This is an optimization exercise on Yosys and OpenROAD, whose aim is small area, a short achievable clock period and few clock cycles per item, not a production implementation.
RTL that was checked went through simulation tests only; none was proved equivalent to the original.

==> yarrow: inputs <==
Design alu_vec_pipe, start of the top module:
module alu_vec_pipe (
    input  logic         clk,
    input  logic         rst,
    input  logic         in_valid,
    output logic         in_ready,
    input  logic [3:0]   opcode,
    input  logic [3:0]   lane_mask,
    input  logic [63:0]  a,
    input  logic [63:0]  b,
    input  logic         signed_mode,
    output logic         out_valid,
    input  logic         out_ready,
    output logic [127:0] result,
    output logic [3:0]   a_greater,
    output logic [3:0]   a_equal,
    output logic [3:0]   a_less,
    output logic [3:0]   out_mask
);
==> module alu_vec_pipe, before the edit <==
module alu_vec_pipe (
    input  logic         clk,
    input  logic         rst,
    input  logic         in_valid,
    output logic         in_ready,
    input  logic [3:0]   opcode,
    input  logic [3:0]   lane_mask,
    input  logic [63:0]  a,
    input  logic [63:0]  b,
    input  logic         signed_mode,
    output logic         out_valid,
    input  logic         out_ready,
    output logic [127:0] result,
    output logic [3:0]   a_greater,
    output logic [3:0]   a_equal,
    output logic [3:0]   a_less,
    output logic [3:0]   out_mask
);
    localparam logic [3:0] OP_ADD  = 4'd0;
    localparam logic [3:0] OP_SUB  = 4'd1;
    localparam logic [3:0] OP_MUL  = 4'd2;
    localparam logic [3:0] OP_AND  = 4'd3;
    localparam logic [3:0] OP_OR   = 4'd4;
    localparam logic [3:0] OP_XOR  = 4'd5;
    localparam logic [3:0] OP_NOT  = 4'd6;
    localparam logic [3:0] OP_SHL  = 4'd7;
    localparam logic [3:0] OP_SHR  = 4'd8;
    localparam logic [3:0] OP_MIN  = 4'd9;
    localparam logic [3:0] OP_MAX  = 4'd10;
    localparam logic [3:0] OP_PASS = 4'd11;
    localparam logic [3:0] OP_MAC  = 4'd12;
    localparam logic [3:0] OP_CLR  = 4'd13;
    logic sgn;
    assign sgn = signed_mode;
    logic v0, v1, go0, go1;
    assign go1      = ~v1 | out_ready;
    assign go0      = ~v0 | go1;
    assign in_ready = go0;
    always_ff @(posedge clk) begin
        if (rst) begin
            v0 <= 1'b0;
            v1 <= 1'b0;
        end else begin
            if (go0) v0 <= in_valid;
            if (go1) v1 <= v0;
        end
    end
    logic [3:0] msk_q;
    always_ff @(posedge clk) if (go0) msk_q <= lane_mask;
    wire acc_step = v0 & go1;
    logic [127:0] res_d;
    logic [3:0]   gt_d, eq_d, lt_d;
    for (genvar l = 0; l < 4; l++) begin : g_lane
        logic [15:0] ua, ub;
        logic [16:0] ax, bx, lval, af_n, bm_n;
        logic [4:0]  sh;
        logic [15:0] pw_l, pw_r;
        logic        m, lt, eq;
        logic        c_mac, c_clr, c_add, c_sub, c_d, c_shr, c_shl;
        assign ua = a[16*l +: 16];
        assign ub = b[16*l +: 16];
        assign m  = lane_mask[l];
        assign ax = {sgn & ua[15], ua};
        assign bx = {sgn & ub[15], ub};
        assign sh = ub[4:0];
        assign lt = $signed(ax) < $signed(bx);
        assign eq = (ua == ub);
        always_comb begin
            pw_l = 16'd0;
            pw_r = 16'd0;
            pw_l[sh[3:0]] = 1'b1;
            pw_r[5'd16 - {1'b0, sh[3:0]}] = 1'b1;
        end
        always_comb begin
            lval = 17'd0;
            case (opcode)
                OP_AND:  lval = ax & bx;
                OP_OR:   lval = ax | bx;
                OP_XOR:  lval = ax ^ bx;
                OP_NOT:  lval = {1'b0, ~ua};
                OP_MIN:  lval = lt ? ax : bx;
                OP_MAX:  lval = lt ? bx : ax;
                OP_PASS: lval = bx;
                default: lval = 17'd0;
            endcase
        end
        always_comb begin
            af_n = ax;
            bm_n = 17'd0;
            case (opcode)
                OP_ADD, OP_SUB, OP_MUL, OP_MAC: bm_n = bx;
                OP_SHL: bm_n = {1'b0, pw_l};
                OP_SHR: bm_n = (sh[4] || sh[3:0] == 4'd0) ? 17'd1 : {1'b0, pw_r};
                default: begin
                    af_n = lval;
                    bm_n = 17'd0;
                end
            endcase
            if (!m) begin
                af_n = 17'd0;
                bm_n = 17'd0;
            end
        end
        assign c_mac = m & (opcode == OP_MAC);
        assign c_clr = m & (opcode == OP_CLR);
        assign c_add = m & (opcode == OP_ADD);
        assign c_sub = m & (opcode == OP_SUB);
        assign c_d   = m & ~(opcode == OP_MUL || opcode == OP_MAC ||
                             opcode == OP_SHL || opcode == OP_SHR);
        assign c_shr = m & (opcode == OP_SHR) & (sh != 5'd0);
        assign c_shl = m & (opcode == OP_SHL) & sh[4];
        logic [16:0] af_q, bm_q;
        logic        mac_q, clr_q, add_q, sub_q, d_q, shr_q, shl_q;
        logic        lt_q, eq_q, gt_q;
        always_ff @(posedge clk) begin
            if (go0) begin
                af_q  <= af_n;
                bm_q  <= bm_n;
                mac_q <= c_mac;
                clr_q <= c_clr;
                add_q <= c_add;
                sub_q <= c_sub;
                d_q   <= c_d;
                shr_q <= c_shr;
                shl_q <= c_shl;
                lt_q  <= m & lt;
                eq_q  <= m & eq;
                gt_q  <= m & ~lt & ~eq;
            end
        end
        logic [16:0] a_eff;
        logic [31:0] acc_q, dv, t_s, t_c, p, res;
        assign a_eff = sub_q ? 17'h1ffff : add_q ? 17'h00001 : af_q;
        assign dv    = mac_q ? acc_q : d_q ? {{15{af_q[16]}}, af_q} : 32'd0;
        csa_mac u_mac (.a(a_eff), .b(bm_q), .d(dv), .s(t_s), .c(t_c));
        assign p = t_s + t_c;
        always_comb begin
            res = p;
            if (shr_q) res = {{16{af_q[16]}}, p[31:16]};
            if (shl_q) res = {p[15:0], 16'd0};
        end
        always_ff @(posedge clk) begin
            if (rst)
                acc_q <= 32'd0;
            else if (acc_step & mac_q)
                acc_q <= p;
            else if (acc_step & clr_q)
                acc_q <= 32'd0;
        end
        assign res_d[32*l +: 32] = res;
        assign lt_d[l] = lt_q;
        assign eq_d[l] = eq_q;
        assign gt_d[l] = gt_q;
    end
    always_ff @(posedge clk) begin
        if (go1) begin
            result    <= res_d;
            a_greater <= gt_d;
            a_equal   <= eq_d;
            a_less    <= lt_d;
            out_mask  <= msk_q;
        end
    end
    assign out_valid = v1;
endmodule
Settings: LEC_CHECK=0, CAP_MARGIN=20, CORE_MARGIN=2, CORE_UTILIZATION=40, PLACE_DENSITY=0.6, SLEW_MARGIN=20; clock period 11.0 ns.
run.sh (not shown) runs the stock make flow with config.mk's settings and CLKGATE_MAP_FILE= SYNTH_SCRIPT=/design/flow/synth_recipe.tcl, a recipe that flattens the netlist after the stock synthesis.
==> fjord (differences from yarrow) <==
--- a/flow/design.v
+++ b/flow/design.v
@@ -33,22 +33,26 @@
     localparam logic [3:0] OP_CLR  = 4'd13;
     logic sgn;
     assign sgn = signed_mode;
-    logic v0, v1, go0, go1;
-    assign go1      = ~v1 | out_ready;
+    logic v0, v1, v2, go0, go1, go2;
+    assign go2      = ~v2 | out_ready;
+    assign go1      = ~v1 | go2;
     assign go0      = ~v0 | go1;
     assign in_ready = go0;
     always_ff @(posedge clk) begin
         if (rst) begin
             v0 <= 1'b0;
             v1 <= 1'b0;
+            v2 <= 1'b0;
         end else begin
             if (go0) v0 <= in_valid;
             if (go1) v1 <= v0;
+            if (go2) v2 <= v1;
         end
     end
-    logic [3:0] msk_q;
+    logic [3:0] msk_q, msk_1;
     always_ff @(posedge clk) if (go0) msk_q <= lane_mask;
-    wire acc_step = v0 & go1;
+    always_ff @(posedge clk) if (go1) msk_1 <= msk_q;
+    wire acc_step = v1 & go2;
     logic [127:0] res_d;
     logic [3:0]   gt_d, eq_d, lt_d;
     for (genvar l = 0; l < 4; l++) begin : g_lane
@@ -130,39 +134,64 @@
             end
         end
         logic [16:0] a_eff;
-        logic [31:0] acc_q, dv, t_s, t_c, p, res;
+        logic [31:0] dv, t_s, t_c;
         assign a_eff = sub_q ? 17'h1ffff : add_q ? 17'h00001 : af_q;
-        assign dv    = mac_q ? acc_q : d_q ? {{15{af_q[16]}}, af_q} : 32'd0;
+        assign dv    = d_q ? {{15{af_q[16]}}, af_q} : 32'd0;
         csa_mac u_mac (.a(a_eff), .b(bm_q), .d(dv), .s(t_s), .c(t_c));
-        assign p = t_s + t_c;
+        logic [31:0] s_1, c_1;
+        logic        mac_1, clr_1, shr_1, shl_1, sg_1, lt_1, eq_1, gt_1;
+        always_ff @(posedge clk) begin
+            if (go1) begin
+                s_1   <= t_s;
+                c_1   <= t_c;
+                mac_1 <= mac_q;
+                clr_1 <= clr_q;
+                shr_1 <= shr_q;
+                shl_1 <= shl_q;
+                sg_1  <= af_q[16];
+                lt_1  <= lt_q;
+                eq_1  <= eq_q;
+                gt_1  <= gt_q;
+            end
+        end
+        logic [31:0] acc_q, av, x_s, x_c, p, res;
+        assign av = mac_1 ? acc_q : 32'd0;
+        for (genvar k = 0; k < 32; k++) begin : g_fa
+            assign x_s[k] = s_1[k] ^ c_1[k] ^ av[k];
+            if (k < 31) begin : g_c
+                assign x_c[k+1] = (s_1[k] & c_1[k]) | (s_1[k] & av[k]) | (c_1[k] & av[k]);
+            end
+        end
+        assign x_c[0] = 1'b0;
+        assign p = x_s + x_c;
         always_comb begin
             res = p;
-            if (shr_q) res = {{16{af_q[16]}}, p[31:16]};
-            if (shl_q) res = {p[15:0], 16'd0};
+            if (shr_1) res = {{16{sg_1}}, p[31:16]};
+            if (shl_1) res = {p[15:0], 16'd0};
         end
         always_ff @(posedge clk) begin
             if (rst)
                 acc_q <= 32'd0;
-            else if (acc_step & mac_q)
+            else if (acc_step & mac_1)
                 acc_q <= p;
-            else if (acc_step & clr_q)
+            else if (acc_step & clr_1)
                 acc_q <= 32'd0;
         end
         assign res_d[32*l +: 32] = res;
-        assign lt_d[l] = lt_q;
-        assign eq_d[l] = eq_q;
-        assign gt_d[l] = gt_q;
+        assign lt_d[l] = lt_1;
+        assign eq_d[l] = eq_1;
+        assign gt_d[l] = gt_1;
     end
     always_ff @(posedge clk) begin
-        if (go1) begin
+        if (go2) begin
             result    <= res_d;
             a_greater <= gt_d;
             a_equal   <= eq_d;
             a_less    <= lt_d;
-            out_mask  <= msk_q;
+            out_mask  <= msk_1;
         end
     end
-    assign out_valid = v1;
+    assign out_valid = v2;
 endmodule
 module csa_mac (
     input  wire [16:0] a,
- SETUP_SLACK_MARGIN: default -> 4
==> qor summary <==
quantity	yarrow	fjord
Final-layout fill cell count	15642	17607
Initial core utilization	0.403	0.403
Global-route wire length before repair	333000 um	354000 um
Max FO, Critical Path	17	6
Post-detailed-placement half-perimeter wirelength	166000 um	171000 um
Worst rel slew slack	0.263	0.287
Number of tapcells	2160	2495
Arrival @ worst endpoint	8.27 ns	4.09 ns
Multi-input combinational cell area	46700 um^2	48500 um^2
Die area	165000 um^2	193000 um^2
Core utilization of the finished layout	0.445	0.449
Synthesized flop and latch total	454	747
Depth of the worst register-to-register path	21	12
Number of ordinary inverters in the final layout	1171	1322
GR Util met1	0.356	0.305
Instance count of the mapped netlist	7159	7576
CP Capture Type	flop	output port
Run status	complete, no violations	complete, no violations
Testbench counts of yarrow, summed over its fixed seeds: cycles 16,016, items 16,000.
Function not checked in fjord: the RTL went through the layout flow alone.

afterwards: timing with drivers on the ports:
The flow's constraints put no driver on any port. The routed layouts listed below were extracted and timed again, unchanged, in two steps. Step 1: set_driving_cell puts a clkbuf_16 on clk and a buf_2 on each other input, an assumption about the parent block. Step 2 times the ports against the registers' clock, not the clock port: input delays grow and output delays shrink by t, the midpoint of the rising clock arrivals with the driver on. Slacks: ideal ports / drivers / drivers and shift; pairs: ideal ports / drivers.
run	t (ns)	slack for setup (ns)	worst register clock-pin slew, ns
yarrow	0.736	3.107 / 3.107 / 3.107	0.07 / 0.07
fjord	0.805	4.709 / 4.685 / 4.435	0.07 / 0.07
After both steps setup and hold are still met in every run listed. For fjord, which loses most, drivers alone change the setup slack by -0.024 ns; drivers and shift together by -0.274 ns.
